Context: an optimization exercise on an open-source flow, tuned for small area. The choices shown serve that exercise and are no tape-out recipe.
Only simulation tests tie the RTL to the original design; equivalence was not proved.
Power and IR drop assume default switching activity.

[standard.sh]
#!/bin/bash
# synth_recipe.tcl (not shown) runs the flow's synth.tcl, then flattens the netlist and writes it again
# the make line also repeats each setting of config.mk as NAME=value (left out here)
make -C /OpenROAD-flow-scripts/flow DESIGN_CONFIG=/design/flow/config.mk WORK_HOME=/design/flow/orfs CLKGATE_MAP_FILE= SYNTH_SCRIPT=/design/flow/synth_recipe.tcl "${@:-finish}"
[flow/run.sh]
#!/bin/bash
# Standard ORFS layout with two changes: the port buffers are the smallest
# buffer cell, and clock tree synthesis uses small clock buffers and no dummy
# loads. Each tool's full output goes to the ORFS logs under orfs/logs and the
# make output to flow_make.log in this folder.
set -euo pipefail
export BUFFER_PORTS_ARGS="-buffer_cell sky130_fd_sc_hd__buf_1"
export CTS_ARGS="-sink_clustering_enable -repair_clock_nets -dont_use_dummy_load -sink_clustering_size 16 -sink_clustering_max_diameter 100 -buf_list {sky130_fd_sc_hd__clkbuf_8 sky130_fd_sc_hd__clkbuf_4 sky130_fd_sc_hd__clkbuf_2}"
bash standard.sh > flow_make.log 2>&1
[constraint.sdc]
create_clock -name core_clock -period 5.0 [get_ports {aclk}]
set_input_delay 1.0000 -clock core_clock [delete_from_list [all_inputs] [get_ports {aclk}]]
set_output_delay 1.0000 -clock core_clock [all_outputs]
set_load 0.01 [all_outputs]
[design.v]
`default_nettype none
package pcie_tl_pkg;
    localparam int DATA_W = 32;
    localparam logic [DATA_W-1:0] REG_TC_VC_MAP    = 32'h0000_1000;
    localparam logic [DATA_W-1:0] REG_LINK_CTRL    = 32'h0000_1004;
    localparam logic [DATA_W-1:0] REG_VC_FC_STATUS = 32'h0000_1008;   
    localparam logic [DATA_W-1:0] REG_BAR0_BASE    = 32'h0000_100C;
    localparam logic [DATA_W-1:0] REG_DMA_CFG      = 32'h0000_1010;
    localparam logic [DATA_W-1:0] REG_TX_DESC_LEN  = 32'h0000_2000;
    localparam logic [DATA_W-1:0] REG_TX_DESC_ADDR = 32'h0000_2004;
    typedef logic [1:0] axi_resp_t;
    localparam axi_resp_t RESP_OKAY   = 2'd0;
    localparam axi_resp_t RESP_SLVERR = 2'd2;
    localparam int BURST_BEATS = 16;               
    localparam int TLP_BYTES   = BURST_BEATS * 4;
    localparam logic [2:0] FMT_MWR32 = 3'b010;     
    localparam logic [4:0] TYPE_MEM  = 5'b00000;
    typedef struct packed {
        logic [DATA_W-1:0] addr;
    } cpu_ar_t;
    typedef struct packed {
        logic [DATA_W-1:0] addr;
        logic [DATA_W-1:0] data;
    } cpu_aw_t;
    typedef struct packed {
        logic [DATA_W-1:0] data;
        axi_resp_t         resp;
    } cpu_r_t;
    typedef struct packed {
        logic [15:0]       len;                    
        logic [DATA_W-1:0] addr;
    } tx_desc_t;
    typedef struct packed {
        logic [DATA_W-1:0] addr;
        logic [7:0]        tag;
    } tlp_req_t;
    typedef struct packed {
        logic [2:0]        fmt;
        logic [4:0]        typ;
        logic [13:0]       rsvd;                   
        logic [9:0]        length;
        logic [15:0]       req_id;
        logic [7:0]        tag;
        logic [3:0]        last_be;
        logic [3:0]        first_be;
        logic [DATA_W-1:0] addr;
    } tlp_hdr_t;
endpackage
`default_nettype wire
`timescale 1ns/1ns
`default_nettype none
module pcie_tl #(
    parameter int NUM_VC = 8
) (
    input  wire                               aclk,
    input  wire                               arst,
    input  wire                               awvalid_i,
    input  wire                               wvalid_i,
    input  wire pcie_tl_pkg::cpu_aw_t         cpu_aw_i,
    output logic                              awready_o,
    output logic                              wready_o,
    output logic                              bvalid_o,
    input  wire                               bready_i,
    output pcie_tl_pkg::axi_resp_t            bresp_o,
    input  wire                               arvalid_i,
    input  wire pcie_tl_pkg::cpu_ar_t         araddr_i,
    output logic                              arready_o,
    output logic                              rvalid_o,
    input  wire                               rready_i,
    output pcie_tl_pkg::cpu_r_t               cpu_r_o,
    output logic                              mem_arvalid_o,
    input  wire                               mem_arready_i,
    output logic [pcie_tl_pkg::DATA_W-1:0]    mem_araddr_o,
    input  wire                               mem_rvalid_i,
    output logic                              mem_rready_o,
    input  wire [pcie_tl_pkg::DATA_W-1:0]     mem_rdata_i,
    input  wire                               mem_rlast_i,
    output logic                              tx_valid_o,
    input  wire                               tx_ready_i,
    output logic [pcie_tl_pkg::DATA_W-1:0]    tx_data_o,
    input  wire                               linkup_i,
    input  wire [NUM_VC-1:0]                  dll_vc_up_i
);
    logic [31:0] wa, wd, ra;
    logic        wr_fire, rd_fire;
    assign wa       = cpu_aw_i.addr;
    assign wd       = cpu_aw_i.data;
    assign ra       = araddr_i.addr;
    assign wr_fire  = awready_o && awvalid_i && wvalid_i;
    assign rd_fire  = arready_o && arvalid_i;
    assign wready_o = awready_o;
    function automatic logic is_mapped(input logic [31:0] addr);
        is_mapped = addr == pcie_tl_pkg::REG_TC_VC_MAP    || addr == pcie_tl_pkg::REG_LINK_CTRL   ||
                    addr == pcie_tl_pkg::REG_VC_FC_STATUS || addr == pcie_tl_pkg::REG_BAR0_BASE   ||
                    addr == pcie_tl_pkg::REG_DMA_CFG      || addr == pcie_tl_pkg::REG_TX_DESC_LEN ||
                    addr == pcie_tl_pkg::REG_TX_DESC_ADDR;
    endfunction
    logic        bresp_err;
    logic        rresp_err;
    logic [31:0] rdata_q;
    assign bresp_o = {bresp_err, 1'b0};
    assign cpu_r_o = {rdata_q, rresp_err, 1'b0};
    always_ff @(posedge aclk) begin
        if (!arst) begin
            awready_o <= 1'b0;
            bvalid_o  <= 1'b0;
            arready_o <= 1'b0;
            rvalid_o  <= 1'b0;
        end else begin
            awready_o <= awvalid_i && wvalid_i && !bvalid_o && !awready_o;
            arready_o <= arvalid_i && !arready_o && !rvalid_o;
            if (wr_fire)       bvalid_o <= 1'b1;
            else if (bready_i) bvalid_o <= 1'b0;
            if (rd_fire)       rvalid_o <= 1'b1;
            else if (rready_i) rvalid_o <= 1'b0;
        end
    end
    logic [31:0] tc_vc_map_q, link_ctrl_q, bar0_q, desc_len_q, desc_addr_q;
    logic [31:0] wd_r;
    assign wd_r = arst ? wd : 32'h0;
    always_ff @(posedge aclk) begin
        if (!arst || (wr_fire && wa == pcie_tl_pkg::REG_TC_VC_MAP))    tc_vc_map_q <= wd_r;
        if (!arst || (wr_fire && wa == pcie_tl_pkg::REG_LINK_CTRL))    link_ctrl_q <= wd_r;
        if (!arst || (wr_fire && wa == pcie_tl_pkg::REG_BAR0_BASE))    bar0_q      <= wd_r;
        if (!arst || (wr_fire && wa == pcie_tl_pkg::REG_TX_DESC_LEN))  desc_len_q  <= wd_r;
        if (!arst || (wr_fire && wa == pcie_tl_pkg::REG_TX_DESC_ADDR)) desc_addr_q <= wd_r;
    end
    localparam logic [1:0] L_IDLE  = 2'd0;
    localparam logic [1:0] L_START = 2'd1;    
    localparam logic [1:0] L_TRAIN = 2'd2;
    localparam logic [1:0] L_WALK  = 2'd3;
    logic [1:0]        ls_q;
    logic [NUM_VC-1:0] vc_up;
    logic              link_wr;
    assign link_wr = wr_fire && wd[0] && wa == pcie_tl_pkg::REG_LINK_CTRL;
    always_ff @(posedge aclk) begin
        if (!arst) begin
            ls_q  <= L_IDLE;
            vc_up <= '0;
        end else begin
            case (ls_q)
                L_IDLE:  if (link_wr) ls_q <= L_START;
                L_START: ls_q <= L_TRAIN;
                L_TRAIN: if (linkup_i) ls_q <= L_WALK;
                default: ;
            endcase
            if (ls_q == L_WALK) begin
                for (int i = 0; i < NUM_VC; i++)
                    if ((i == 0 || vc_up[i == 0 ? 0 : i - 1]) && dll_vc_up_i[i]) vc_up[i] <= 1'b1;
            end
        end
    end
    function automatic logic [25:0] inc26(input logic [25:0] x);
        logic cb, c;
        cb = 1'b1;
        for (int j = 0; j < 26; j += 4) begin
            c = cb;
            for (int i = j; i < j + 4 && i < 26; i++) begin
                inc26[i] = x[i] ^ c;
                c        = c & x[i];
            end
            cb = cb & (&x[j +: 4]);
        end
    endfunction
    logic        h0_q, h1_q, h2_q, pay_q;
    logic        dma_pend_q;
    logic        req_valid_q;
    logic [9:0]  left_q;         
    logic [31:0] taddr_q;        
    logic [7:0]  tag_q;
    logic        dma_busy;
    logic        start_go, chunk_go, next_chunk, req_ready, last_xfer;
    logic [9:0]  chunks;
    assign chunks     = desc_len_q[15:6];
    assign dma_busy   = mem_arvalid_o || req_valid_q || h0_q || h1_q || h2_q || pay_q;
    assign start_go   = dma_pend_q && chunks != '0;
    assign last_xfer  = pay_q && mem_rvalid_i && tx_ready_i && mem_rlast_i;
    assign req_ready  = !(h0_q || h1_q || h2_q || pay_q) || last_xfer;
    assign chunk_go   = (mem_arvalid_o || req_valid_q) &&
                        (!mem_arvalid_o || mem_arready_i) &&
                        (!req_valid_q || req_ready);
    assign next_chunk = chunk_go && left_q != 10'd1;
    always_ff @(posedge aclk) begin
        if (!arst) begin
            dma_pend_q    <= 1'b0;
            mem_arvalid_o <= 1'b0;
            req_valid_q   <= 1'b0;
        end else begin
            dma_pend_q <= wr_fire && wd[0] && !dma_busy && wa == pcie_tl_pkg::REG_DMA_CFG;
            if (start_go) begin
                mem_arvalid_o <= 1'b1;
                req_valid_q   <= 1'b1;
            end else if (chunk_go) begin
                mem_arvalid_o <= next_chunk;
                req_valid_q   <= next_chunk;
            end else begin
                mem_arvalid_o <= mem_arvalid_o && !mem_arready_i;
                req_valid_q   <= req_valid_q && !req_ready;
            end
        end
    end
    always_ff @(posedge aclk) begin
        if (start_go) begin
            left_q       <= chunks;
            mem_araddr_o <= desc_addr_q;
        end else if (chunk_go) begin
            left_q <= left_q - 1'b1;
            if (next_chunk) mem_araddr_o[31:6] <= inc26(mem_araddr_o[31:6]);
        end
        if (start_go) begin
            taddr_q <= bar0_q;
            tag_q   <= '0;
        end else if (last_xfer) begin
            taddr_q[31:6] <= inc26(taddr_q[31:6]);
            tag_q         <= tag_q + 1'b1;
        end
    end
    always_ff @(posedge aclk) begin
        if (!arst) begin
            h0_q  <= 1'b0;
            h1_q  <= 1'b0;
            h2_q  <= 1'b0;
            pay_q <= 1'b0;
        end else begin
            h0_q  <= (req_ready && req_valid_q) || (h0_q && !tx_ready_i);
            if (tx_ready_i) begin
                h1_q <= h0_q;
                h2_q <= h1_q;
            end else begin
                h1_q <= h1_q;
                h2_q <= h2_q;
            end
            pay_q <= (h2_q && tx_ready_i) || (pay_q && !last_xfer);
        end
    end
    assign mem_rready_o = pay_q && tx_ready_i;
    assign tx_valid_o   = h0_q || h1_q || h2_q || (pay_q && mem_rvalid_i);
    assign tx_data_o    = ({32{pay_q}} & mem_rdata_i) |
                          ({32{h0_q}}  & {pcie_tl_pkg::FMT_MWR32, pcie_tl_pkg::TYPE_MEM, 14'b0,
                                          10'(pcie_tl_pkg::BURST_BEATS)}) |
                          ({32{h1_q}}  & {16'h0000, tag_q, 4'hF, 4'hF}) |
                          ({32{h2_q}}  & taddr_q);
    localparam int R_TC = 0, R_LC = 1, R_VC = 2, R_B0 = 3, R_DMA = 4, R_LEN = 5, R_ADDR = 6;
    logic [6:0]  rsel_q;
    logic [31:0] rd_data;
    always_ff @(posedge aclk) begin
        rsel_q[R_TC]   <= ra == pcie_tl_pkg::REG_TC_VC_MAP;
        rsel_q[R_LC]   <= ra == pcie_tl_pkg::REG_LINK_CTRL;
        rsel_q[R_VC]   <= ra == pcie_tl_pkg::REG_VC_FC_STATUS;
        rsel_q[R_B0]   <= ra == pcie_tl_pkg::REG_BAR0_BASE;
        rsel_q[R_DMA]  <= ra == pcie_tl_pkg::REG_DMA_CFG;
        rsel_q[R_LEN]  <= ra == pcie_tl_pkg::REG_TX_DESC_LEN;
        rsel_q[R_ADDR] <= ra == pcie_tl_pkg::REG_TX_DESC_ADDR;
    end
    assign rd_data = ({32{rsel_q[R_TC]}}   & tc_vc_map_q) |
                     ({32{rsel_q[R_LC]}}   & link_ctrl_q) |
                     ({32{rsel_q[R_VC]}}   & 32'(vc_up)) |
                     ({32{rsel_q[R_B0]}}   & bar0_q) |
                     ({32{rsel_q[R_DMA]}}  & {31'b0, dma_busy}) |
                     ({32{rsel_q[R_LEN]}}  & desc_len_q) |
                     ({32{rsel_q[R_ADDR]}} & desc_addr_q);
    always_ff @(posedge aclk) begin
        if (wr_fire) bresp_err <= !is_mapped(wa);
        if (rd_fire) begin
            rdata_q   <= rd_data;
            rresp_err <= !(|rsel_q);
        end
    end
endmodule
`default_nettype wire
[config.mk]
export PLATFORM = sky130hd
export DESIGN_NAME = pcie_tl
export DESIGN_NICKNAME = pcie_tl
export VERILOG_FILES = /design/flow/design.v
export SDC_FILE = /design/flow/constraint.sdc
export NUM_CORES = 4
export LEC_CHECK = 0
export CAP_MARGIN = 0
export CORE_MARGIN = 2
export CORE_UTILIZATION = 72
export SLEW_MARGIN = 0
==> results of run 1 <==
## where the power goes
| group | switching (mW) | internal, mW |
|---|---|---|
| Clock | 0.699 | 0.396 |
| Combinational | 0.0914 | 0.0479 |
| Sequential | 0.0523 | 2.87 |
## worst max path at each step
stage,start,endpoint,depth (start not counted)
6_report,pay_q,mem_araddr_o[31],6
5_1_grt,pay_q,mem_araddr_o[31],6
4_1_cts,pay_q,mem_araddr_o[31],6
3_5_place_dp,tx_ready_i,mem_araddr_o[24],6
3_3_place_gp,tx_ready_i,mem_araddr_o[15],6
2_1_floorplan,cpu_aw_i[58],desc_addr_q[0],5
## layer usage
metal	up-vias	GRT usage [%]	part of all wire (%)
met5	-	0	0.043
met4	2	10.8	2.8
met3	76	4.27	11
met2	564	53.3	47
met1	4293	45.3	39
li1	4111	-	-
## critical path, cell delays in order, from the launching register on
cell	delay [ns]
sky130_fd_sc_hd__dfxtp_1	0.32
sky130_fd_sc_hd__buf_4	0.37
sky130_fd_sc_hd__and4_1	0.45
sky130_fd_sc_hd__nor3b_1	0.11
sky130_fd_sc_hd__nor3b_1	0.25
sky130_fd_sc_hd__a21oi_1	0.15
sky130_fd_sc_hd__inv_1	0.91
## cell families (layout without fill, tap and decap cells)
group	count (synthesis)	in the layout	share of synthesized area [%]
AND/OR/NAND/NOR	350	350	13.4
XOR/XNOR	25	25	1.70
buffers and inverters	80	315	2.58
adder cells (fa/ha/maj)	43	43	4.19
multiplexers	3	3	0.234
AO/OA/AOI/OAI	162	162	9.62
other	1	2	0.0292
flip-flops	304	304	68.2
## layout make-up
cell class	instances	area [µm²]
repair buffers	271	1090
well taps	225	282
flip-flops and latches	304	8770
inverters	22	82.6
fillers	1007	3050
clock buffers	22	303
multi-input cells	585	3780
## registers in the layout (all words and copies together) (netlist names), 7 cells and up
signal	count
desc_addr_q	32
mem_araddr_o	32
rdata_q	32
bar0_q	32
desc_len_q	32
tag_q	8
link_ctrl_q	32
tc_vc_map_q	32
left_q	10
rsel_q	7
taddr_q	32
vc_up	8
## metrics by stage
step	cell area, µm²	std cells	utilization, %	hold slack (ns)
6_report	14300	1429	82.4	0.445
5_1_grt	14300	1429	82.4	0.479
4_1_cts	14300	1429	82.4	0.450
3_5_place_dp	14000	1407	80.7	0.425
3_3_place_gp	14000	1407	80.7	0.423
2_1_floorplan	12900	969	-	0.427
## cells in the mapped netlist, types with 2 or more instances
cell	number
sky130_fd_sc_hd__a21boi_1	2
sky130_fd_sc_hd__a21oi_1	10
sky130_fd_sc_hd__a221o_1	8
sky130_fd_sc_hd__a222oi_1	32
sky130_fd_sc_hd__a22o_1	16
sky130_fd_sc_hd__a22oi_1	50
sky130_fd_sc_hd__a31oi_1	9
sky130_fd_sc_hd__and2_1	37
sky130_fd_sc_hd__and3_1	5
sky130_fd_sc_hd__and4_1	2
sky130_fd_sc_hd__buf_2	4
sky130_fd_sc_hd__buf_4	7
sky130_fd_sc_hd__clkbuf_1	47
sky130_fd_sc_hd__dfxtp_1	36
sky130_fd_sc_hd__edfxtp_1	268
sky130_fd_sc_hd__ha_1	43
sky130_fd_sc_hd__inv_1	19
sky130_fd_sc_hd__inv_2	3
sky130_fd_sc_hd__mux2i_1	3
sky130_fd_sc_hd__nand2_1	175
sky130_fd_sc_hd__nand2b_1	4
sky130_fd_sc_hd__nand3_1	15
sky130_fd_sc_hd__nand4_1	18
sky130_fd_sc_hd__nand4b_1	5
sky130_fd_sc_hd__nor2_1	31
sky130_fd_sc_hd__nor2b_1	13
sky130_fd_sc_hd__nor3_1	11
sky130_fd_sc_hd__nor3_2	2
sky130_fd_sc_hd__nor3b_1	3
sky130_fd_sc_hd__nor4_1	15
sky130_fd_sc_hd__o21a_1	2
sky130_fd_sc_hd__o21ai_0	2
sky130_fd_sc_hd__o21ai_1	25
sky130_fd_sc_hd__o31ai_1	2
sky130_fd_sc_hd__or3_1	3
sky130_fd_sc_hd__or4_4	2
sky130_fd_sc_hd__xnor2_1	21
sky130_fd_sc_hd__xor2_1	4
==> reports/summary.json, run 1 <==
{
  "detailedRoute.firstIterationViolations": {"value": 1062},
  "net_count_reported_at_finish": {"value": 1397},
  "h_tree_depth": {"value": 1},
  "last_weighted_congestion_value_of_the_routability_driven_placer": {"value": 0.842},
  "track_usage": {"value": 32.3, "unit": "%"},
  "rows": {"value": 48},
  "min_path_type": {"value": "reg2reg"},
  "antenna_violations_before_repair": {"value": 1},
  "hold_path_depth": {"value": 1},
  "synth_top_cell_area_share": {"value": 62.6, "unit": "%"},
  "min_to": {"value": "awready_o"},
  "cap_viol_max_count": {"value": 0},
  "root_buffer": {"value": "sky130_fd_sc_hd__clkbuf_8"},
  "timing.final.setup_violations": {"value": 0},
  "number_of_nets_with_antenna_violations_after_routing": {"value": 0},
  "holdBufCountCts": {"value": 0},
  "clock_skew": {"value": 0.0272, "unit": "ns"},
  "async_set_or_reset_register_ratio_after_synthesis": {"value": 0, "unit": "%"},
  "global_route_wire_length_before_repair": {"value": 45400, "unit": "µm"},
  "post_route_cells_drive_above_1_share": {"value": 4.57, "unit": "%"},
  "vias": {"value": 9046},
  "grt_pass1_vias": {"value": 8714},
  "largest_net_degree_at_the_start_of_global_routing": {"value": 61},
  "initial_utilization": {"value": 74.0, "unit": "%"},
  "cts_buffers": {"value": 22},
  "ys_seq_area_share": {"value": 68.2, "unit": "%"},
  "critPathRequiredTime": {"value": 5.14, "unit": "ns"},
  "syn2layout_area_growth": {"value": 11.3, "unit": "%"},
  "startpoint_type": {"value": "flip-flop"},
  "dp_slack": {"value": 1.49, "unit": "ns"},
  "finalWirelength": {"value": 30400, "unit": "µm"},
  "clk_pin_slew": {"value": 0.10, "unit": "ns"},
  "worst-endpoint-arrival": {"value": 3.10, "unit": "ns"},
  "layout_common_cells": {"value": "268 x sky130_fd_sc_hd__edfxtp_1, 252 x sky130_fd_sc_hd__buf_1, 175 x sky130_fd_sc_hd__nand2_1"},
  "synth.largest_area_cell": {"value": "sky130_fd_sc_hd__edfxtp_1"},
  "synth_warnings": {"value": 3},
  "cts_max_path_buffers": {"value": 3},
  "cts_tree": {"value": "done"},
  "route.detailed.vias_per_inst": {"value": 6.33},
  "maxClockFrequency": {"value": 337, "unit": "MHz"},
  "leak_pwr": {"value": 5.02, "unit": "nW"},
  "number_of_enable_flip_flop_cells_after_synthesis": {"value": 268},
  "count_of_pins_over_their_slew_limit": {"value": 0},
  "worst_slew_pin_slew": {"value": 1.20, "unit": "ns"},
  "synth.lib_cells_used.distinct": {"value": 52},
  "io_pins": {"value": 256},
  "r2r_setup_slack": {"value": 2.04, "unit": "ns"},
  "hold_viol": {"value": 0},
  "place_hpwl": {"value": 20400, "unit": "µm"},
  "cts_repair_resize_count": {"value": 0},
  "placement.io_buffers": {"value": 253},
  "final_common_cell": {"value": "sky130_fd_sc_hd__edfxtp_1"},
  "post_synth_inst_count": {"value": 968},
  "post_drt_wl_per_cell": {"value": 21.3, "unit": "µm"},
  "layout_worst_path_cycle_share": {"value": 59.3, "unit": "%"},
  "min_period": {"value": 2.96, "unit": "ns"},
  "timing.critical_path.to_type": {"value": "flip-flop"},
  "critPathMaxFanout": {"value": 38},
  "mappedNetlistArea": {"value": 0.0129, "unit": "mm²"},
  "hold_start": {"value": "bvalid_o"},
  "insertedDiodeCount": {"value": 0},
  "critical_path.reg2reg.startpoint": {"value": "pay_q"},
  "tritoncts_num_sinks": {"value": 304},
  "die_x": {"value": 138, "unit": "µm"},
  "postSynthRegisterBits": {"value": 304},
  "worst-r2r-cell-count": {"value": 6},
  "setup_ws": {"value": 2.04, "unit": "ns"},
  "yosys_most_used_dff": {"value": "sky130_fd_sc_hd__edfxtp_1"},
  "worstSetupPathType": {"value": "reg2reg"},
  "slew_headroom": {"value": 19.7, "unit": "%"},
  "clock_insertion_delay_worst_skew": {"value": 0.54, "unit": "ns"},
  "floorplan.die.height": {"value": 138, "unit": "µm"},
  "post_cts_buffers": {"value": 0},
  "totalPowerFinal": {"value": 4.16, "unit": "mW"},
  "post_synthesis_area_per_instance": {"value": 13.3, "unit": "µm²"},
  "floorplan.core_area": {"value": 0.0174, "unit": "mm²"},
  "status": {"value": "no timing/DRC/antenna violations"},
  "pwr_density_cell": {"value": 291, "unit": "mW/mm²"},
  "ir_worst_vdd": {"value": 214, "unit": "µV"},
  "grt_overflow": {"value": 0},
  "drt_pre_antenna_iters": {"value": 7},
  "drc": {"value": 0},
  "ys_top_cells_by_area": {"value": "sky130_fd_sc_hd__edfxtp_1 63%, sky130_fd_sc_hd__dfxtp_1 5.6%, sky130_fd_sc_hd__nand2_1 5.1%"},
  "crit-reg2reg-capture": {"value": "mem_araddr_o[31]"},
  "grt_setup_unrepaired": {"value": "false"},
  "finalSetupTns": {"value": 0, "unit": "ns"},
  "fp.dieArea": {"value": 0.0189, "unit": "mm²"}
}
==> inputs of run 2 (changes only) <==
==> flow/run.sh (replaced) <==
#!/bin/bash
# Layout flow. Synthesis is ORFS's synthesis as standard.sh runs it (same
# Yosys script, same registers and register names), except that ABC maps the
# combinational logic with the area-oriented script flow/abc_area.script.
# The rest is the standard ORFS flow with two changes: the port buffers are
# the smallest buffer cell, and clock tree synthesis uses clkbuf_8 clusters
# and no dummy loads. Each tool's full output goes to the ORFS logs under
# orfs/logs; make's output goes to synth_make.log and flow_make.log here.
set -euo pipefail
rm -rf scripts_own
cp -r "$FLOW_HOME/scripts" scripts_own
cp flow/abc_area.script scripts_own/abc_speed.script
bash standard.sh SCRIPTS_DIR="$PWD/scripts_own" ADDER_MAP_FILE= synth > synth_make.log 2>&1
export BUFFER_PORTS_ARGS="-buffer_cell sky130_fd_sc_hd__buf_1"
export CTS_ARGS="-sink_clustering_enable -repair_clock_nets -dont_use_dummy_load -sink_clustering_size 16 -sink_clustering_max_diameter 100 -buf_list {sky130_fd_sc_hd__clkbuf_8 sky130_fd_sc_hd__clkbuf_4 sky130_fd_sc_hd__clkbuf_2}"
bash standard.sh > flow_make.log 2>&1
==> flow/abc_area.script (new file) <==
&get -n
&st
&deepsyn -J 50 -T 100
&dch -f
&nf -a -R 1000
&put
topo
stime -c
==> run 2 against run 1 <==
Effect of this change:
- non-clock buffer count decreased by 5
- largest cell class unchanged
- sequential power is 16% higher
- cell area decreased by 4.0%
- flip-flop and latch count unchanged
- clock-buffer cell count stayed put
- clock power barely moved
- sequential share of layout area increased by 2.5 points
- critical path type unchanged
- clock skew down 0.013 ns
- register-to-register slack got worse by 1.6 ns
- routed wire length is 1.0% higher
- critical endpoint unchanged
- still clean on timing, DRC and antenna
- total power increased by 26%
- worst hold slack improved by 0.012 ns
==> reports/summary.json, run 2 <==
{
  "status": {"value": "no timing/DRC/antenna violations"},
  "maxClockFrequency": {"value": 219, "unit": "MHz"},
  "insertedDiodeCount": {"value": 0},
  "post-synth-top-count-cell": {"value": "sky130_fd_sc_hd__edfxtp_1"},
  "vias": {"value": 9038},
  "grt_pass1_vias": {"value": 8821},
  "tritoncts_num_sinks": {"value": 304},
  "drc": {"value": 0},
  "number_of_enable_flip_flop_cells_after_synthesis": {"value": 268},
  "sw_frac_of_total": {"value": 27.0, "unit": "%"},
  "cts_repair_resize_count": {"value": 0},
  "crit_buf_inv": {"value": 0},
  "antenna_violations_before_repair": {"value": 0},
  "last_weighted_congestion_value_of_the_routability_driven_placer": {"value": 0.800},
  "stdcell_count": {"value": 1365},
  "clock_insertion_delay_worst_skew": {"value": 0.53, "unit": "ns"},
  "share_seq_of_total_power": {"value": 64.6, "unit": "%"},
  "netSwitchingPower": {"value": 1.42, "unit": "mW"},
  "post_synth_inst_count": {"value": 861},
  "cts_max_path_buffers": {"value": 3},
  "standard_cell_area_after_detailed_placement": {"value": 0.0134, "unit": "mm²"},
  "layout_common_cells": {"value": "268 x sky130_fd_sc_hd__edfxtp_1, 252 x sky130_fd_sc_hd__buf_1, 111 x sky130_fd_sc_hd__nand2_1"},
  "mappedNetlistArea": {"value": 0.0121, "unit": "mm²"},
  "syn2layout_area_growth": {"value": 13.4, "unit": "%"},
  "share_clk_of_total_power": {"value": 21.1, "unit": "%"},
  "post_cts_buffers": {"value": 0},
  "placement.io_buffers": {"value": 253},
  "final_design_area_no_fill": {"value": 0.0137, "unit": "mm²"},
  "setup_ws": {"value": 0.426, "unit": "ns"},
  "finalSetupTns": {"value": 0, "unit": "ns"},
  "grt_setup_unrepaired": {"value": "false"},
  "totalPowerFinal": {"value": 5.24, "unit": "mW"},
  "min_path_type": {"value": "reg2reg"},
  "finalWirelength": {"value": 30700, "unit": "µm"},
  "hold_viol": {"value": 0},
  "holdBufCountCts": {"value": 0},
  "die_x": {"value": 134, "unit": "µm"},
  "cts_buffers": {"value": 22},
  "timing.critical_path.max_delay_family": {"value": "simple AND/OR/NAND/NOR gates"},
  "worst-endpoint-arrival": {"value": 4.84, "unit": "ns"},
  "floorplan.die.height": {"value": 134, "unit": "µm"},
  "critical_path_cell_sequence": {"value": "and3_1 -> and3_1 -> and2_0 -> nand2_1 -> nor2_1 -> and3_1 -> and2_1 -> and4_1 -> and3_1 -> and2_0 -> and3_1 -> and2_0 -> and3_1 -> and2_0 -> and3_1 -> xnor2_1 -> a21oi_1"},
  "fp.dieArea": {"value": 0.0179, "unit": "mm²"},
  "min_period": {"value": 4.57, "unit": "ns"},
  "ys_top_cells_by_area": {"value": "sky130_fd_sc_hd__edfxtp_1 66%, sky130_fd_sc_hd__dfxtp_1 6.0%, sky130_fd_sc_hd__a222oi_1 3.9%"},
  "slew_headroom": {"value": 16.8, "unit": "%"},
  "dp_slack": {"value": 0.337, "unit": "ns"},
  "number_of_nets_with_antenna_violations_after_routing": {"value": 0},
  "critPathRequiredTime": {"value": 5.27, "unit": "ns"},
  "count_of_pins_over_their_slew_limit": {"value": 0},
  "synth.largest_area_cell": {"value": "sky130_fd_sc_hd__edfxtp_1"},
  "track_usage": {"value": 33.9, "unit": "%"},
  "route.detailed.vias_per_inst": {"value": 6.62},
  "layout_worst_path_cycle_share": {"value": 91.5, "unit": "%"},
  "root_buffer": {"value": "sky130_fd_sc_hd__clkbuf_8"},
  "synth.lib_cells_used.distinct": {"value": 34},
  "global_route_wire_length_before_repair": {"value": 45900, "unit": "µm"},
  "leak_pwr": {"value": 4.63, "unit": "nW"},
  "final_common_cell": {"value": "sky130_fd_sc_hd__edfxtp_1"},
  "timing.critical_path.to_type": {"value": "flip-flop"},
  "pwr_density_cell": {"value": 382, "unit": "mW/mm²"},
  "critPathMaxFanout": {"value": 5},
  "largest_net_degree_at_the_start_of_global_routing": {"value": 97},
  "place_hpwl": {"value": 19300, "unit": "µm"},
  "yosys_most_used_dff": {"value": "sky130_fd_sc_hd__edfxtp_1"},
  "startpoint_type": {"value": "flip-flop"},
  "h_tree_depth": {"value": 1},
  "post_synthesis_area_per_instance": {"value": 14.1, "unit": "µm²"},
  "synth_warnings": {"value": 3},
  "power.internal": {"value": 3.82, "unit": "mW"},
  "drt_pre_antenna_iters": {"value": 11},
  "io_pins": {"value": 256},
  "cts_tree": {"value": "done"},
  "detailedRoute.firstIterationViolations": {"value": 1239},
  "clock_skew": {"value": 0.0145, "unit": "ns"},
  "postSynthRegisterBits": {"value": 304},
  "floorplan.core_area": {"value": 0.0165, "unit": "mm²"},
  "rows": {"value": 47},
  "initial_utilization": {"value": 73.3, "unit": "%"},
  "worstSetupPathType": {"value": "reg2reg"},
  "clk_pin_slew": {"value": 0.10, "unit": "ns"},
  "worst_slew_pin_slew": {"value": 1.25, "unit": "ns"},
  "post_route_cells_drive_above_1_share": {"value": 3.84, "unit": "%"},
  "worst_hold_slack": {"value": 0.457, "unit": "ns"},
  "timing.final.setup_violations": {"value": 0},
  "cpMostUsedCell": {"value": "sky130_fd_sc_hd__and3_1"},
  "total_instance_count_after_detailed_placement": {"value": 1343},
  "cap_viol_max_count": {"value": 0},
  "net_count_reported_at_finish": {"value": 1295},
  "netlist_top_cells_count": {"value": "268 x sky130_fd_sc_hd__edfxtp_1, 114 x sky130_fd_sc_hd__nand2_1, 57 x sky130_fd_sc_hd__nor2_1"},
  "crit_path_top_delay_cell": {"value": "sky130_fd_sc_hd__edfxtp_1"},
  "ys_seq_area_share": {"value": 72.4, "unit": "%"},
  "core_occupancy_in_the_finished_layout": {"value": 83.1, "unit": "%"},
  "p_comb_share": {"value": 14.3, "unit": "%"},
  "post_drt_wl_per_cell": {"value": 22.5, "unit": "µm"},
  "critical-path-max-stage-delay": {"value": 0.44, "unit": "ns"},
  "async_set_or_reset_register_ratio_after_synthesis": {"value": 0, "unit": "%"},
  "synth_top_cell_area_share": {"value": 66.5, "unit": "%"},
  "grt_overflow": {"value": 0},
  "ir_worst_vdd": {"value": 311, "unit": "µV"}
}
run 2: cell types whose count changed in the layout (fill, tap and decap cells not counted), sizes merged, moves of 11 or more:
cell / previous run / this run
and3: 5 / 23
a22oi: 50 / 25
nand4: 19 / 2
o31ai: 2 / 27
inv: 22 / 1
ha: 43 / 0
a21oi: 10 / 40
nor2: 31 / 57
a222oi: 32 / 47
nand2: 175 / 114
and2: 37 / 48
clkinv: 0 / 14
run 2: worst paths after layout:
kind                           end       startpoint  cells after the start  slack, ns
setup reg to reg  mem_araddr_o[31]  mem_araddr_o[6]                     17       0.43
hold / removal     mem_araddr_o[2]   desc_addr_q[2]                      0       0.46
hold reg to reg    mem_araddr_o[2]   desc_addr_q[2]                      0       0.46
setup / recovery  mem_araddr_o[31]  mem_araddr_o[6]                     17       0.43
run 2: worst reg2reg max path: stages, from the launching register on:
cell and delay [ns]:
sky130_fd_sc_hd__edfxtp_1 0.44, sky130_fd_sc_hd__and3_1 0.27, sky130_fd_sc_hd__and3_1 0.25, sky130_fd_sc_hd__and2_0 0.22, sky130_fd_sc_hd__nand2_1 0.12, sky130_fd_sc_hd__nor2_1 0.21
sky130_fd_sc_hd__and3_1 0.24, sky130_fd_sc_hd__and2_1 0.23, sky130_fd_sc_hd__and4_1 0.32, sky130_fd_sc_hd__and3_1 0.26, sky130_fd_sc_hd__and2_0 0.26, sky130_fd_sc_hd__and3_1 0.26
sky130_fd_sc_hd__and2_0 0.28, sky130_fd_sc_hd__and3_1 0.25, sky130_fd_sc_hd__and2_0 0.26, sky130_fd_sc_hd__and3_1 0.23, sky130_fd_sc_hd__xnor2_1 0.13, sky130_fd_sc_hd__a21oi_1 0.09
run 2: power by group through the flow:
stage,clock (mW),combinational (mW),sequential (mW)
finish,1.10,0.750,3.38
floorplan,0,0.379,3.44
global route,1.18,0.822,3.42
CTS,1.10,0.749,3.38
detailed placement,0,0.748,3.43
global placement,0,0.714,3.42
run 2: cells by family (layout without fill, tap and decap cells):
family | Yosys count | count (layout) | synth area share, %
flip-flops | 304 | 304 | 72.4
XOR/XNOR | 18 | 18 | 1.30
AO/OA/AOI/OAI | 219 | 219 | 13.6
buffers and inverters | 20 | 303 | 0.775
other | 1 | 2 | 0.0310
AND/OR/NAND/NOR | 299 | 299 | 11.9
run 2: layout make-up:
class                   instances  area (µm²)
clock buffers                  22         303
fillers                       928        2790
multi-input cells             538        3280
well taps                     220         275
repair buffers                266        1050
flip-flops and latches        304        8770
inverters                      15        56.3
run 2: metal layers:
layer	global-route usage (%)	wire, µm
met5	0	0
met4	11.4	754
met3	5.56	3520
met2	57.6	15400
met1	45.5	11100
==> inputs of run 3 (changes only) <==
--- a/flow/run.sh
+++ b/flow/run.sh
@@ -12,3 +12,3 @@
 cp flow/abc_area.script scripts_own/abc_speed.script
-bash standard.sh SCRIPTS_DIR="$PWD/scripts_own" ADDER_MAP_FILE= synth > synth_make.log 2>&1
+bash standard.sh SCRIPTS_DIR="$PWD/scripts_own" synth > synth_make.log 2>&1
 export BUFFER_PORTS_ARGS="-buffer_cell sky130_fd_sc_hd__buf_1"
==> flow/abc_area.script (replaced) <==
&get -n
&st
&syn2
&dch -f
&nf -a
&st
&syn2
&dch -f
&nf -a
&st
&syn2
&dch -f
&nf -a
&put
topo
stime -c
==> run 3 against run 2 <==
Effect of this change:
- routed wire length is 1.4% lower
- setup slack better by 1.5 ns
- combinational power decreased by 72%
- clock power about the same
- flip-flop and latch count did not move
- clock-buffer cell count unchanged
- sequential power decreased by 13%
- sequential share of layout area is 2.0 points lower
- final cell count rose by 3.8%
- synthesized cell count up 4.9%
- worst hold slack worse by 0.012 ns
- highest routed layer unchanged
==> reports/summary.json, run 3 <==
{
  "r2r_setup_slack": {"value": 1.94, "unit": "ns"},
  "worst-endpoint-arrival": {"value": 3.32, "unit": "ns"},
  "floorplan.die.height": {"value": 136, "unit": "µm"},
  "clock_insertion_delay_worst_skew": {"value": 0.54, "unit": "ns"},
  "post_drt_wl_per_cell": {"value": 21.4, "unit": "µm"},
  "clock_skew": {"value": 0.00889, "unit": "ns"},
  "post_synthesis_area_per_instance": {"value": 13.8, "unit": "µm²"},
  "yosys.area_share.simple": {"value": 12.5, "unit": "%"},
  "last_weighted_congestion_value_of_the_routability_driven_placer": {"value": 0.874},
  "hold_path_depth": {"value": 1},
  "floorplan.core_area": {"value": 0.0171, "unit": "mm²"},
  "largest_net_degree_at_the_start_of_global_routing": {"value": 57},
  "cap_viol_max_count": {"value": 0},
  "cpMostUsedCell": {"value": "sky130_fd_sc_hd__buf_4"},
  "leak_pwr": {"value": 4.92, "unit": "nW"},
  "cts_tree": {"value": "done"},
  "maxClockFrequency": {"value": 327, "unit": "MHz"},
  "grt_overflow": {"value": 0},
  "critPathMaxFanout": {"value": 46},
  "min_path_type": {"value": "reg2reg"},
  "ys_top_cells_by_area": {"value": "sky130_fd_sc_hd__edfxtp_1 65%, sky130_fd_sc_hd__dfxtp_1 5.8%, sky130_fd_sc_hd__nor2_1 4.7%"},
  "tritoncts_num_sinks": {"value": 304},
  "synth_warnings": {"value": 3},
  "postSynthRegisterBits": {"value": 304},
  "synth.largest_area_cell": {"value": "sky130_fd_sc_hd__edfxtp_1"},
  "io_pins": {"value": 256},
  "total_instance_count_after_detailed_placement": {"value": 1395},
  "timing.critical_path.to_type": {"value": "flip-flop"},
  "cts_max_path_buffers": {"value": 3},
  "post_route_cells_drive_above_1_share": {"value": 4.03, "unit": "%"},
  "min_period": {"value": 3.06, "unit": "ns"},
  "synth_top_cell_area_share": {"value": 64.5, "unit": "%"},
  "standard_cell_area_after_detailed_placement": {"value": 0.0139, "unit": "mm²"},
  "worst-r2r-cell-count": {"value": 7},
  "syn2layout_area_growth": {"value": 13.6, "unit": "%"},
  "count_of_pins_over_their_slew_limit": {"value": 0},
  "finalSetupTns": {"value": 0, "unit": "ns"},
  "number_of_nets_with_antenna_violations_after_routing": {"value": 0},
  "worst_slew_pin_slew": {"value": 1.15, "unit": "ns"},
  "grt_setup_unrepaired": {"value": "false"},
  "area_of_combinational_cells_with_multiple_inputs": {"value": 0.00363, "unit": "mm²"},
  "place_hpwl": {"value": 20000, "unit": "µm"},
  "worstSetupPathType": {"value": "reg2reg"},
  "synth_compound_gate_area_share": {"value": 10.0, "unit": "%"},
  "post_cts_buffers": {"value": 0},
  "holdBufCountCts": {"value": 0},
  "sequential_cell_area": {"value": 0.00877, "unit": "mm²"},
  "hold_viol": {"value": 0},
  "h_tree_depth": {"value": 1},
  "critical-path-max-stage-delay": {"value": 0.50, "unit": "ns"},
  "vias": {"value": 9102},
  "placement.io_buffers": {"value": 253},
  "totalPowerFinal": {"value": 4.25, "unit": "mW"},
  "global_route_wire_length_before_repair": {"value": 45400, "unit": "µm"},
  "post-synth-top-count-cell": {"value": "sky130_fd_sc_hd__edfxtp_1"},
  "synth.lib_cells_used.distinct": {"value": 40},
  "die_x": {"value": 136, "unit": "µm"},
  "crit_path_top_delay_cell": {"value": "sky130_fd_sc_hd__inv_2"},
  "cts_buffers": {"value": 22},
  "critical_path.reg2reg.startpoint": {"value": "desc_len_q[12]"},
  "ys_seq_area_share": {"value": 70.3, "unit": "%"},
  "clk_pin_slew": {"value": 0.10, "unit": "ns"},
  "async_set_or_reset_register_ratio_after_synthesis": {"value": 0, "unit": "%"},
  "root_buffer": {"value": "sky130_fd_sc_hd__clkbuf_8"},
  "largest_family_of_logic_cells_by_synthesized_area": {"value": "simple AND/OR/NAND/NOR gates"},
  "cts_repair_resize_count": {"value": 0},
  "worst_hold_slack": {"value": 0.445, "unit": "ns"},
  "insertedDiodeCount": {"value": 0},
  "number_of_enable_flip_flop_cells_after_synthesis": {"value": 268},
  "post_synth_inst_count": {"value": 903},
  "rows": {"value": 48},
  "timing.critical_path.max_delay_family": {"value": "buffers and inverters"},
  "detailedRoute.firstIterationViolations": {"value": 1239},
  "synth_xor_area_share": {"value": 1.62, "unit": "%"},
  "yosys_most_used_dff": {"value": "sky130_fd_sc_hd__edfxtp_1"},
  "net_count_reported_at_finish": {"value": 1385},
  "drc": {"value": 0},
  "critPathRequiredTime": {"value": 5.26, "unit": "ns"},
  "startpoint_type": {"value": "flip-flop"},
  "fp.dieArea": {"value": 0.0184, "unit": "mm²"},
  "layout_common_cells": {"value": "268 x sky130_fd_sc_hd__edfxtp_1, 252 x sky130_fd_sc_hd__buf_1, 157 x sky130_fd_sc_hd__nor2_1"},
  "slew_headroom": {"value": 23.2, "unit": "%"},
  "synth_fa_ha_area_share": {"value": 4.31, "unit": "%"},
  "synth_mux_area_share": {"value": 0.0802, "unit": "%"},
  "netlist_top_cells_count": {"value": "268 x sky130_fd_sc_hd__edfxtp_1, 157 x sky130_fd_sc_hd__nor2_1, 69 x sky130_fd_sc_hd__nand2_1"},
  "track_usage": {"value": 32.6, "unit": "%"},
  "status": {"value": "no timing/DRC/antenna violations"},
  "timing.final.setup_violations": {"value": 0},
  "stdcell_count": {"value": 1417},
  "antenna_violations_before_repair": {"value": 0},
  "crit_buf_inv": {"value": 3},
  "route.detailed.vias_per_inst": {"value": 6.42},
  "min_to": {"value": "arready_o"},
  "layout_worst_path_cycle_share": {"value": 61.2, "unit": "%"},
  "crit-reg2reg-capture": {"value": "mem_araddr_o[22]"},
  "pwr_density_cell": {"value": 300, "unit": "mW/mm²"},
  "critical_path_cell_sequence": {"value": "nor4_1 -> nand3_1 -> nand2_1 -> buf_4 -> inv_2 -> a21o_1 -> buf_4"},
  "grt_pass1_vias": {"value": 8754},
  "hold_start": {"value": "arready_o"},
  "nFillCells": {"value": 962},
  "final_design_area_no_fill": {"value": 0.0142, "unit": "mm²"},
  "ir_worst_vdd": {"value": 203, "unit": "µV"},
  "mappedNetlistArea": {"value": 0.0125, "unit": "mm²"},
  "drt_pre_antenna_iters": {"value": 7},
  "initial_utilization": {"value": 72.9, "unit": "%"},
  "finalWirelength": {"value": 30300, "unit": "µm"},
  "final_common_cell": {"value": "sky130_fd_sc_hd__edfxtp_1"}
}
[run 3: cell types whose count changed in the layout (fill, tap and decap cells not counted), sizes merged, moves of 15 or more]
cell / delta
o31ai: -25
a21oi: -32
ha: +43
nor2: +100
nand2: -45
and2: -15
[run 3: logic make-up (layout without fill, tap and decap cells)]
kind of cell,Yosys count,after routing
DFF,304,304
other,1,2
and+or+nand+nor,340,340
AOI/OAI and AO/OA,159,159
xor gates and xnor gates,23,23
muxes,1,1
adders and majority gates,43,43
buffers and inverters,32,320
[run 3: where the power goes]
part           internal (mW)  switching [mW]  leakage [nW]
Combinational         0.0715           0.137          1.95
Sequential              2.88          0.0629          2.81
Clock                  0.397           0.703         0.158
[run 3: metal layers]
| layer | share of wire (%) | global-route usage, % |
|---|---|---|
| met1 | 37 | 45.9 |
| met5 | 0 | 0 |
| met2 | 48 | 53.4 |
| met3 | 12 | 4.34 |
| met4 | 2.8 | 11.7 |
[run 3: cell type report]
cell class | instances | share of cell area (%)
flip-flops and latches | 304 | 61.9
multi-input cells | 568 | 25.6
repair buffers | 271 | 7.66
clock buffers | 22 | 2.14
well taps | 225 | 1.99
inverters | 27 | 0.715
[run 3: how the worst max path moves through the flow]
| stage | slack (ns) | end | depth (start not counted) | from |
|---|---|---|---|---|
| global route | 1.77 | req_valid_q | 9 | desc_len_q[11] |
| finish | 1.94 | mem_araddr_o[22] | 7 | desc_len_q[12] |
| global placement | 1.56 | link_ctrl_q[12] | 6 | cpu_aw_i[49] |
| detailed placement | 1.53 | link_ctrl_q[12] | 6 | cpu_aw_i[57] |
| CTS | 1.98 | req_valid_q | 9 | desc_len_q[12] |
| floorplan | 0.29 | link_ctrl_q[0] | 4 | cpu_aw_i[41] |
[run 3: stage by stage]
step                      setup slack [ns]  util [%]
after floorplan                      0.295         -
after global placement                1.56      81.0
after detailed placement              1.53      81.0
after CTS                             1.98      82.8
after global routing                  1.77      82.8
final                                 1.94      82.8
==> inputs of run 4 (changes only) <==
--- a/design.v
+++ b/design.v
@@ -127,7 +127,7 @@
     end
-    localparam logic [1:0] L_IDLE  = 2'd0;
-    localparam logic [1:0] L_START = 2'd1;    
-    localparam logic [1:0] L_TRAIN = 2'd2;
-    localparam logic [1:0] L_WALK  = 2'd3;
-    logic [1:0]        ls_q;
+    localparam logic [3:0] L_IDLE  = 4'd0;
+    localparam logic [3:0] L_START = 4'd1;    
+    localparam logic [3:0] L_TRAIN = 4'd2;
+    localparam logic [3:0] L_DONE  = 4'd7;    
+    logic [3:0]        ls_q;
     logic [NUM_VC-1:0] vc_up;
@@ -135,6 +135,11 @@
     assign link_wr = wr_fire && wd[0] && wa == pcie_tl_pkg::REG_LINK_CTRL;
-    always_ff @(posedge aclk) begin
-        if (!arst) begin
-            ls_q  <= L_IDLE;
-            vc_up <= '0;
+    always_comb begin
+        for (int i = 0; i < NUM_VC; i++)
+            vc_up[i] = ls_q == L_DONE || (ls_q[3] && ls_q[2:0] > 3'(i));
+    end
+    always_ff @(posedge aclk) begin
+        if (!arst) begin
+            ls_q <= L_IDLE;
+        end else if (ls_q[3]) begin
+            if (dll_vc_up_i[ls_q[2:0]]) ls_q <= ls_q == 4'hF ? L_DONE : ls_q + 1'b1;
         end else begin
@@ -143,9 +148,6 @@
                 L_START: ls_q <= L_TRAIN;
-                L_TRAIN: if (linkup_i) ls_q <= L_WALK;
-                default: ;
+                L_TRAIN: if (linkup_i) ls_q <= 4'h8;
+                L_DONE:  ;
+                default: ls_q <= L_IDLE;
             endcase
-            if (ls_q == L_WALK) begin
-                for (int i = 0; i < NUM_VC; i++)
-                    if ((i == 0 || vc_up[i == 0 ? 0 : i - 1]) && dll_vc_up_i[i]) vc_up[i] <= 1'b1;
-            end
         end
@@ -242,21 +244,15 @@
                           ({32{h2_q}}  & taddr_q);
-    localparam int R_TC = 0, R_LC = 1, R_VC = 2, R_B0 = 3, R_DMA = 4, R_LEN = 5, R_ADDR = 6;
-    logic [6:0]  rsel_q;
     logic [31:0] rd_data;
-    always_ff @(posedge aclk) begin
-        rsel_q[R_TC]   <= ra == pcie_tl_pkg::REG_TC_VC_MAP;
-        rsel_q[R_LC]   <= ra == pcie_tl_pkg::REG_LINK_CTRL;
-        rsel_q[R_VC]   <= ra == pcie_tl_pkg::REG_VC_FC_STATUS;
-        rsel_q[R_B0]   <= ra == pcie_tl_pkg::REG_BAR0_BASE;
-        rsel_q[R_DMA]  <= ra == pcie_tl_pkg::REG_DMA_CFG;
-        rsel_q[R_LEN]  <= ra == pcie_tl_pkg::REG_TX_DESC_LEN;
-        rsel_q[R_ADDR] <= ra == pcie_tl_pkg::REG_TX_DESC_ADDR;
-    end
-    assign rd_data = ({32{rsel_q[R_TC]}}   & tc_vc_map_q) |
-                     ({32{rsel_q[R_LC]}}   & link_ctrl_q) |
-                     ({32{rsel_q[R_VC]}}   & 32'(vc_up)) |
-                     ({32{rsel_q[R_B0]}}   & bar0_q) |
-                     ({32{rsel_q[R_DMA]}}  & {31'b0, dma_busy}) |
-                     ({32{rsel_q[R_LEN]}}  & desc_len_q) |
-                     ({32{rsel_q[R_ADDR]}} & desc_addr_q);
+    always_comb begin
+        case (ra)
+            pcie_tl_pkg::REG_TC_VC_MAP:    rd_data = tc_vc_map_q;
+            pcie_tl_pkg::REG_LINK_CTRL:    rd_data = link_ctrl_q;
+            pcie_tl_pkg::REG_VC_FC_STATUS: rd_data = 32'(vc_up);
+            pcie_tl_pkg::REG_BAR0_BASE:    rd_data = bar0_q;
+            pcie_tl_pkg::REG_DMA_CFG:      rd_data = {31'b0, dma_busy};
+            pcie_tl_pkg::REG_TX_DESC_LEN:  rd_data = desc_len_q;
+            pcie_tl_pkg::REG_TX_DESC_ADDR: rd_data = desc_addr_q;
+            default:                       rd_data = '0;
+        endcase
+    end
     always_ff @(posedge aclk) begin
@@ -265,3 +261,3 @@
             rdata_q   <= rd_data;
-            rresp_err <= !(|rsel_q);
+            rresp_err <= !is_mapped(ra);
         end
--- a/flow/run.sh
+++ b/flow/run.sh
@@ -12,3 +12,3 @@
 cp flow/abc_area.script scripts_own/abc_speed.script
-bash standard.sh SCRIPTS_DIR="$PWD/scripts_own" synth > synth_make.log 2>&1
+bash standard.sh SCRIPTS_DIR="$PWD/scripts_own" ADDER_MAP_FILE= synth > synth_make.log 2>&1
 export BUFFER_PORTS_ARGS="-buffer_cell sky130_fd_sc_hd__buf_1"
==> flow/abc_area.script (replaced) <==
&get -n
&st
&deepsyn -J 50 -T 100
&dch -f
&nf -a -R 1000
&put
topo
stime -c
==> run 4 against run 3 <==
Effect of this change:
- still clean
- total power shrank 4.5%
- synthesized area down 4.3%
- worst hold slack about the same
- synthesized cell count down 4.7%
- critical path depth is 8 higher
- register-to-register slack got worse by 1.3 ns
==> reports/summary.json, run 4 <==
{
  "synth.lib_cells_used.distinct": {"value": 40},
  "worst_slew_pin_slew": {"value": 1.06, "unit": "ns"},
  "grt_overflow": {"value": 0},
  "clock_skew": {"value": 0.0647, "unit": "ns"},
  "crit_path_top_delay_cell": {"value": "sky130_fd_sc_hd__edfxtp_1"},
  "h_tree_depth": {"value": 1},
  "count_of_pins_over_their_slew_limit": {"value": 0},
  "leak_pwr": {"value": 4.40, "unit": "nW"},
  "startpoint_type": {"value": "flip-flop"},
  "final_design_area_no_fill": {"value": 0.0136, "unit": "mm²"},
  "global_route_wire_length_before_repair": {"value": 47300, "unit": "µm"},
  "synth_warnings": {"value": 3},
  "root_buffer": {"value": "sky130_fd_sc_hd__clkbuf_8"},
  "holdBufCountCts": {"value": 0},
  "worstSetupPathType": {"value": "reg2reg"},
  "critPathRequiredTime": {"value": 5.27, "unit": "ns"},
  "finalSetupTns": {"value": 0, "unit": "ns"},
  "place_hpwl": {"value": 20000, "unit": "µm"},
  "grt_pass1_vias": {"value": 8909},
  "ir_worst_vdd": {"value": 278, "unit": "µV"},
  "syn2layout_area_growth": {"value": 14.2, "unit": "%"},
  "critPathMaxFanout": {"value": 6},
  "initial_utilization": {"value": 72.7, "unit": "%"},
  "ys_seq_area_share": {"value": 71.3, "unit": "%"},
  "status": {"value": "no timing/DRC/antenna violations"},
  "netlist_top_cells_count": {"value": "268 x sky130_fd_sc_hd__edfxtp_1, 97 x sky130_fd_sc_hd__nand2_1, 53 x sky130_fd_sc_hd__nor2_1"},
  "layout_worst_path_cycle_share": {"value": 86.5, "unit": "%"},
  "core_occupancy_in_the_finished_layout": {"value": 83.1, "unit": "%"},
  "min_period": {"value": 4.33, "unit": "ns"},
  "net_count_reported_at_finish": {"value": 1299},
  "slew_headroom": {"value": 29.1, "unit": "%"},
  "hold_viol": {"value": 0},
  "io_pins": {"value": 256},
  "critical_path_cell_sequence": {"value": "and3_1 -> and3_1 -> and2_0 -> and3_1 -> and3_1 -> and2_0 -> and4_1 -> nand3_1 -> nor2_1 -> and4_1 -> nand3_1 -> nor2_1 -> nand3_1 -> xor2_1 -> o21ai_0"},
  "post_synth_inst_count": {"value": 861},
  "crit_buf_inv": {"value": 0},
  "clock_insertion_delay_worst_skew": {"value": 0.54, "unit": "ns"},
  "timing.final.setup_violations": {"value": 0},
  "mappedNetlistArea": {"value": 0.0119, "unit": "mm²"},
  "number_of_enable_flip_flop_cells_after_synthesis": {"value": 268},
  "grt_setup_unrepaired": {"value": "false"},
  "timing.critical_path.to_type": {"value": "flip-flop"},
  "route.detailed.vias_per_inst": {"value": 6.63},
  "post_synthesis_area_per_instance": {"value": 13.9, "unit": "µm²"},
  "insertedDiodeCount": {"value": 0},
  "placement.io_buffers": {"value": 253},
  "vias": {"value": 9081},
  "ys_top_cells_by_area": {"value": "sky130_fd_sc_hd__edfxtp_1 67%, sky130_fd_sc_hd__dfxtp_1 3.9%, sky130_fd_sc_hd__a222oi_1 3.4%"},
  "detailedRoute.firstIterationViolations": {"value": 1223},
  "drt_pre_antenna_iters": {"value": 8},
  "yosys_most_used_dff": {"value": "sky130_fd_sc_hd__edfxtp_1"},
  "tritoncts_num_sinks": {"value": 291},
  "standard_cell_area_after_detailed_placement": {"value": 0.0133, "unit": "mm²"},
  "timing.critical_path.max_delay_family": {"value": "simple AND/OR/NAND/NOR gates"},
  "finalWirelength": {"value": 31100, "unit": "µm"},
  "cts_tree": {"value": "done"},
  "fp.dieArea": {"value": 0.0176, "unit": "mm²"},
  "worst-endpoint-arrival": {"value": 4.59, "unit": "ns"},
  "layout_common_cells": {"value": "268 x sky130_fd_sc_hd__edfxtp_1, 252 x sky130_fd_sc_hd__buf_1, 96 x sky130_fd_sc_hd__nand2_1"},
  "rows": {"value": 47},
  "min_path_type": {"value": "reg2reg"},
  "die_x": {"value": 133, "unit": "µm"},
  "synth.largest_area_cell": {"value": "sky130_fd_sc_hd__edfxtp_1"},
  "final_common_cell": {"value": "sky130_fd_sc_hd__edfxtp_1"},
  "cts_max_path_buffers": {"value": 3},
  "post_drt_wl_per_cell": {"value": 22.7, "unit": "µm"},
  "antenna_violations_before_repair": {"value": 0},
  "floorplan.die.height": {"value": 133, "unit": "µm"},
  "critical-path-max-stage-delay": {"value": 0.45, "unit": "ns"},
  "postSynthRegisterBits": {"value": 291},
  "largest_net_degree_at_the_start_of_global_routing": {"value": 66},
  "cts_repair_resize_count": {"value": 0},
  "maxClockFrequency": {"value": 231, "unit": "MHz"},
  "clk_pin_slew": {"value": 0.10, "unit": "ns"},
  "cts_buffers": {"value": 22},
  "track_usage": {"value": 35.0, "unit": "%"},
  "cap_viol_max_count": {"value": 0},
  "last_weighted_congestion_value_of_the_routability_driven_placer": {"value": 0.872},
  "post_cts_buffers": {"value": 0},
  "floorplan.core_area": {"value": 0.0164, "unit": "mm²"},
  "cpMostUsedCell": {"value": "sky130_fd_sc_hd__and3_1"},
  "post-synth-top-count-cell": {"value": "sky130_fd_sc_hd__edfxtp_1"},
  "drc": {"value": 0},
  "pwr_density_cell": {"value": 298, "unit": "mW/mm²"},
  "synth_top_cell_area_share": {"value": 67.4, "unit": "%"},
  "async_set_or_reset_register_ratio_after_synthesis": {"value": 0, "unit": "%"},
  "post_route_cells_drive_above_1_share": {"value": 4.44, "unit": "%"},
  "number_of_nets_with_antenna_violations_after_routing": {"value": 0}
}
## run 4: cell types whose count changed after synthesis, moves of 18 or more
cell                      change
sky130_fd_sc_hd__nor2_1     -104
sky130_fd_sc_hd__ha_1        -43
sky130_fd_sc_hd__a21oi_1     +36
sky130_fd_sc_hd__nand2_1     +28
sky130_fd_sc_hd__nand3_1     +20
sky130_fd_sc_hd__o31ai_1     +18
## run 4: final timing paths
kind                                 start          end  slack [ns]  cells past startpoint
worst max-delay path            taddr_q[6]  taddr_q[31]        0.67                     15
worst max register to register  taddr_q[6]  taddr_q[31]        0.67                     15
worst min register to register   arready_o    arready_o        0.45                      1
worst min-delay path             arready_o    arready_o        0.45                      1
## run 4: per-layer routing
layer | track usage [%] | vias up | wire length (µm)
li1 | - | 3997 | -
met1 | 48.5 | 4312 | 11600
met2 | 58.4 | 700 | 15100
met3 | 6.02 | 72 | 3660
met4 | 10.4 | 0 | 784
met5 | 0 | - | 0
## run 4: report_power, final
part / internal, mW / switching, mW / total, mW / leakage, nW
Combinational: 0.0443 / 0.0997 / 0.144 / 1.61
Sequential: 2.77 / 0.0500 / 2.82 / 2.63
Clock: 0.396 / 0.700 / 1.10 / 0.158
Total: 3.21 / 0.849 / 4.06 / 4.40
## run 4: kinds of logic after synthesis
| logic type | synth area share [%] |
|---|---|
| simple gates | 12.2 |
| flops | 71.3 |
| compound gates | 13.5 |
| xor+xnor | 2.06 |
| buf+inv | 0.818 |
| mux | 0.0944 |
| other cells | 0.0314 |
## run 4: stage by stage
stage | cells | total power [mW] | worst slack [ns] | hold slack (ns)
4_1_cts | 1369 | 4.06 | 0.752 | 0.452
3_5_place_dp | 1347 | 3.01 | 0.774 | 0.439
6_report | 1369 | 4.06 | 0.673 | 0.445
3_3_place_gp | 1347 | 3.00 | 1.06 | 0.415
5_1_grt | 1369 | 4.16 | 0.325 | 0.466
2_1_floorplan | 862 | 2.91 | 0.369 | 0.427
## run 4: cell type report
| class | count | area, µm² |
|---|---|---|
| clock buffers | 22 | 303 |
| fillers | 901 | 2780 |
| inverters | 16 | 60.1 |
| multi-input cells | 550 | 3400 |
| flip-flops and latches | 291 | 8510 |
| well taps | 220 | 275 |
| repair buffers | 270 | 1080 |
==> inputs of run 5 (changes only) <==
--- a/flow/run.sh
+++ b/flow/run.sh
@@ -2,4 +2,5 @@
 # Layout flow. Synthesis is ORFS's synthesis as standard.sh runs it (same
-# Yosys script, same registers and register names), except that ABC maps the
-# combinational logic with the area-oriented script flow/abc_area.script.
+# Yosys script, so the same registers with the same names and cells), except
+# that half adders are not extracted before ABC (ADDER_MAP_FILE empty) and ABC
+# maps the combinational logic with the area-oriented flow/abc_area.script.
 # The rest is the standard ORFS flow with two changes: the port buffers are
==> run 5 against run 4 <==
Effect of this change:
- still clean on timing, DRC and antenna
- fmax is the same
- flip-flop and latch count is the same
- first-iteration DRC count is the same
- via count is the same
- clock skew is the same
- worst hold slack is the same
- largest cell class unchanged
- largest power group unchanged
- highest routed layer unchanged
==> reports/summary.json, run 5 <==
{
  "vias": {"value": 9081},
  "post-synth-top-count-cell": {"value": "sky130_fd_sc_hd__edfxtp_1"},
  "number_of_nets_with_antenna_violations_after_routing": {"value": 0},
  "startpoint": {"value": "taddr_q[6]"},
  "final_common_cell": {"value": "sky130_fd_sc_hd__edfxtp_1"},
  "cpMostUsedCell": {"value": "sky130_fd_sc_hd__and3_1"},
  "min_path_type": {"value": "reg2reg"},
  "grt_overflow": {"value": 0},
  "synth.lib_cells_used.distinct": {"value": 40},
  "worst_hold_slack": {"value": 0.445, "unit": "ns"},
  "hold_path_depth": {"value": 1},
  "critPathRequiredTime": {"value": 5.27, "unit": "ns"},
  "fp.dieArea": {"value": 0.0176, "unit": "mm²"},
  "insertedDiodeCount": {"value": 0},
  "cap_viol_max_count": {"value": 0},
  "critical_path_cell_sequence": {"value": "and3_1 -> and3_1 -> and2_0 -> and3_1 -> and3_1 -> and2_0 -> and4_1 -> nand3_1 -> nor2_1 -> and4_1 -> nand3_1 -> nor2_1 -> nand3_1 -> xor2_1 -> o21ai_0"},
  "yosys_most_used_dff": {"value": "sky130_fd_sc_hd__edfxtp_1"},
  "nFillCells": {"value": 901},
  "core_occupancy_in_the_finished_layout": {"value": 83.1, "unit": "%"},
  "totalPowerFinal": {"value": 4.06, "unit": "mW"},
  "die_x": {"value": 133, "unit": "µm"},
  "finalSetupTns": {"value": 0, "unit": "ns"},
  "timing.critical_path.to_type": {"value": "flip-flop"},
  "worst-r2r-cell-count": {"value": 15},
  "root_buffer": {"value": "sky130_fd_sc_hd__clkbuf_8"},
  "io_pins": {"value": 256},
  "worstSetupPathType": {"value": "reg2reg"},
  "netlist_top_cells_count": {"value": "268 x sky130_fd_sc_hd__edfxtp_1, 97 x sky130_fd_sc_hd__nand2_1, 53 x sky130_fd_sc_hd__nor2_1"},
  "number_of_enable_flip_flop_cells_after_synthesis": {"value": 268},
  "detailedRoute.firstIterationViolations": {"value": 1223},
  "initial_utilization": {"value": 72.7, "unit": "%"},
  "place_hpwl": {"value": 20000, "unit": "µm"},
  "synth_warnings": {"value": 3},
  "setup_ws": {"value": 0.673, "unit": "ns"},
  "floorplan.core_area": {"value": 0.0164, "unit": "mm²"},
  "finalWirelength": {"value": 31100, "unit": "µm"},
  "cts_tree": {"value": "done"},
  "mappedNetlistArea": {"value": 0.0119, "unit": "mm²"},
  "maxClockFrequency": {"value": 231, "unit": "MHz"},
  "startpoint_type": {"value": "flip-flop"},
  "ys_top_cells_by_area": {"value": "sky130_fd_sc_hd__edfxtp_1 67%, sky130_fd_sc_hd__dfxtp_1 3.9%, sky130_fd_sc_hd__a222oi_1 3.4%"},
  "standard_cell_area_after_detailed_placement": {"value": 0.0133, "unit": "mm²"},
  "floorplan.die.height": {"value": 133, "unit": "µm"},
  "rows": {"value": 47},
  "crit_path_top_delay_cell": {"value": "sky130_fd_sc_hd__edfxtp_1"},
  "worst-endpoint-arrival": {"value": 4.59, "unit": "ns"},
  "clock_insertion_delay_worst_skew": {"value": 0.54, "unit": "ns"},
  "grt_pass1_vias": {"value": 8909},
  "tritoncts_num_sinks": {"value": 291},
  "crit-reg2reg-capture": {"value": "taddr_q[31]"},
  "route.detailed.vias_per_inst": {"value": 6.63},
  "syn2layout_area_growth": {"value": 14.2, "unit": "%"},
  "post_drt_wl_per_cell": {"value": 22.7, "unit": "µm"},
  "timing.critical_path.max_delay_family": {"value": "simple AND/OR/NAND/NOR gates"},
  "largest_net_degree_at_the_start_of_global_routing": {"value": 66},
  "status": {"value": "no timing/DRC/antenna violations"},
  "slew_headroom": {"value": 29.1, "unit": "%"},
  "use_met2": {"value": 58.4, "unit": "%"},
  "antenna_violations_before_repair": {"value": 0},
  "hold_viol": {"value": 0},
  "area_of_combinational_cells_with_multiple_inputs": {"value": 0.00340, "unit": "mm²"},
  "r2r_setup_slack": {"value": 0.67, "unit": "ns"},
  "layout_common_cells": {"value": "268 x sky130_fd_sc_hd__edfxtp_1, 252 x sky130_fd_sc_hd__buf_1, 96 x sky130_fd_sc_hd__nand2_1"},
  "post_synthesis_area_per_instance": {"value": 13.9, "unit": "µm²"},
  "synth.largest_area_cell": {"value": "sky130_fd_sc_hd__edfxtp_1"},
  "ys_seq_area_share": {"value": 71.3, "unit": "%"},
  "net_count_reported_at_finish": {"value": 1299},
  "synth_top_cell_area_share": {"value": 67.4, "unit": "%"},
  "sequential_cell_area": {"value": 0.00851, "unit": "mm²"},
  "cts_buffers": {"value": 22},
  "total_instance_count_after_detailed_placement": {"value": 1347},
  "post_route_cells_drive_above_1_share": {"value": 4.44, "unit": "%"},
  "cts_max_path_buffers": {"value": 3},
  "leak_pwr": {"value": 4.40, "unit": "nW"},
  "layout_worst_path_cycle_share": {"value": 86.5, "unit": "%"},
  "placement.io_buffers": {"value": 253},
  "clk_pin_slew": {"value": 0.10, "unit": "ns"},
  "critPathMaxFanout": {"value": 6},
  "count_of_pins_over_their_slew_limit": {"value": 0},
  "pwr_density_cell": {"value": 298, "unit": "mW/mm²"},
  "crit_buf_inv": {"value": 0},
  "global_route_wire_length_before_repair": {"value": 47300, "unit": "µm"},
  "drc": {"value": 0},
  "holdBufCountCts": {"value": 0},
  "critical_path.reg2reg.startpoint": {"value": "taddr_q[6]"},
  "post_cts_buffers": {"value": 0},
  "ir_worst_vdd": {"value": 278, "unit": "µV"},
  "timing.final.setup_violations": {"value": 0},
  "globalRouteMet1Util": {"value": 48.5, "unit": "%"},
  "async_set_or_reset_register_ratio_after_synthesis": {"value": 0, "unit": "%"},
  "post_synth_inst_count": {"value": 861},
  "grt_setup_unrepaired": {"value": "false"},
  "postSynthRegisterBits": {"value": 291},
  "worst_slew_pin_slew": {"value": 1.06, "unit": "ns"},
  "min_to": {"value": "arready_o"},
  "grtUsageMet3": {"value": 6.02, "unit": "%"},
  "h_tree_depth": {"value": 1},
  "stdcell_count": {"value": 1369},
  "track_usage": {"value": 35.0, "unit": "%"},
  "clock_skew": {"value": 0.0647, "unit": "ns"},
  "min_period": {"value": 4.33, "unit": "ns"},
  "critical-path-max-stage-delay": {"value": 0.45, "unit": "ns"},
  "dp_slack": {"value": 0.774, "unit": "ns"},
  "grt_busiest_layer": {"value": "met2"},
  "hold_start": {"value": "arready_o"},
  "final_design_area_no_fill": {"value": 0.0136, "unit": "mm²"},
  "cts_repair_resize_count": {"value": 0},
  "drt_pre_antenna_iters": {"value": 8},
  "last_weighted_congestion_value_of_the_routability_driven_placer": {"value": 0.872}
}
run 5: cell counts after synthesis:
No cell type changed its count.
run 5: layout make-up:
class / instances / share of cell area (%)
Timing Repair Buffer: 270 / 7.91
Multi-Input combinational cell: 550 / 25.0
Clock buffer: 22 / 2.22
Tap cell: 220 / 2.02
Inverter: 16 / 0.441
Sequential cell: 291 / 62.4
run 5: worst register-to-register path: stages, from the launching register on:
cell and delay, ns:
sky130_fd_sc_hd__edfxtp_1 0.45, sky130_fd_sc_hd__and3_1 0.28, sky130_fd_sc_hd__and3_1 0.26, sky130_fd_sc_hd__and2_0 0.26, sky130_fd_sc_hd__and3_1 0.29, sky130_fd_sc_hd__and3_1 0.24, sky130_fd_sc_hd__and2_0 0.30, sky130_fd_sc_hd__and4_1 0.33
sky130_fd_sc_hd__nand3_1 0.16, sky130_fd_sc_hd__nor2_1 0.26, sky130_fd_sc_hd__and4_1 0.39, sky130_fd_sc_hd__nand3_1 0.19, sky130_fd_sc_hd__nor2_1 0.24, sky130_fd_sc_hd__nand3_1 0.16, sky130_fd_sc_hd__xor2_1 0.16, sky130_fd_sc_hd__o21ai_0 0.08
run 5: power breakdown:
part / switching [mW] / internal, mW / leakage, nW
clock network: 0.700 / 0.396 / 0.158
logic: 0.0997 / 0.0443 / 1.61
registers: 0.0500 / 2.77 / 2.63
run 5: kinds of logic after synthesis:
| logic type | Yosys count | synth area share, % |
|---|---|---|
| buf+inv | 21 | 0.818 |
| other cells | 1 | 0.0314 |
| compound gates | 222 | 13.5 |
| mux | 1 | 0.0944 |
| xor+xnor | 28 | 2.06 |
| simple gates | 297 | 12.2 |
| flops | 291 | 71.3 |
run 5: how the worst max path moves through the flow:
stage	to	slack (ns)	cells after the start
after global placement	taddr_q[31]	1.06	15
after CTS	taddr_q[31]	0.75	15
after detailed placement	taddr_q[31]	0.77	15
after global routing	taddr_q[31]	0.32	15
final	taddr_q[31]	0.67	15
after floorplan	tc_vc_map_q[0]	0.37	6
run 5: metal layers:
layer | share of wire, % | up-vias
met5 | 0 | -
met4 | 2.5 | 0
met3 | 12 | 72
met2 | 49 | 700
met1 | 37 | 4312
li1 | - | 3997

Setup slack of run 5, layout unchanged: 0.673 ns with ideal ports, 0.673 ns with driving cells assumed (clock clkbuf_16, inputs buf_2), 0.673 ns with port delays also shifted by the 0.549 ns mid clock arrival.
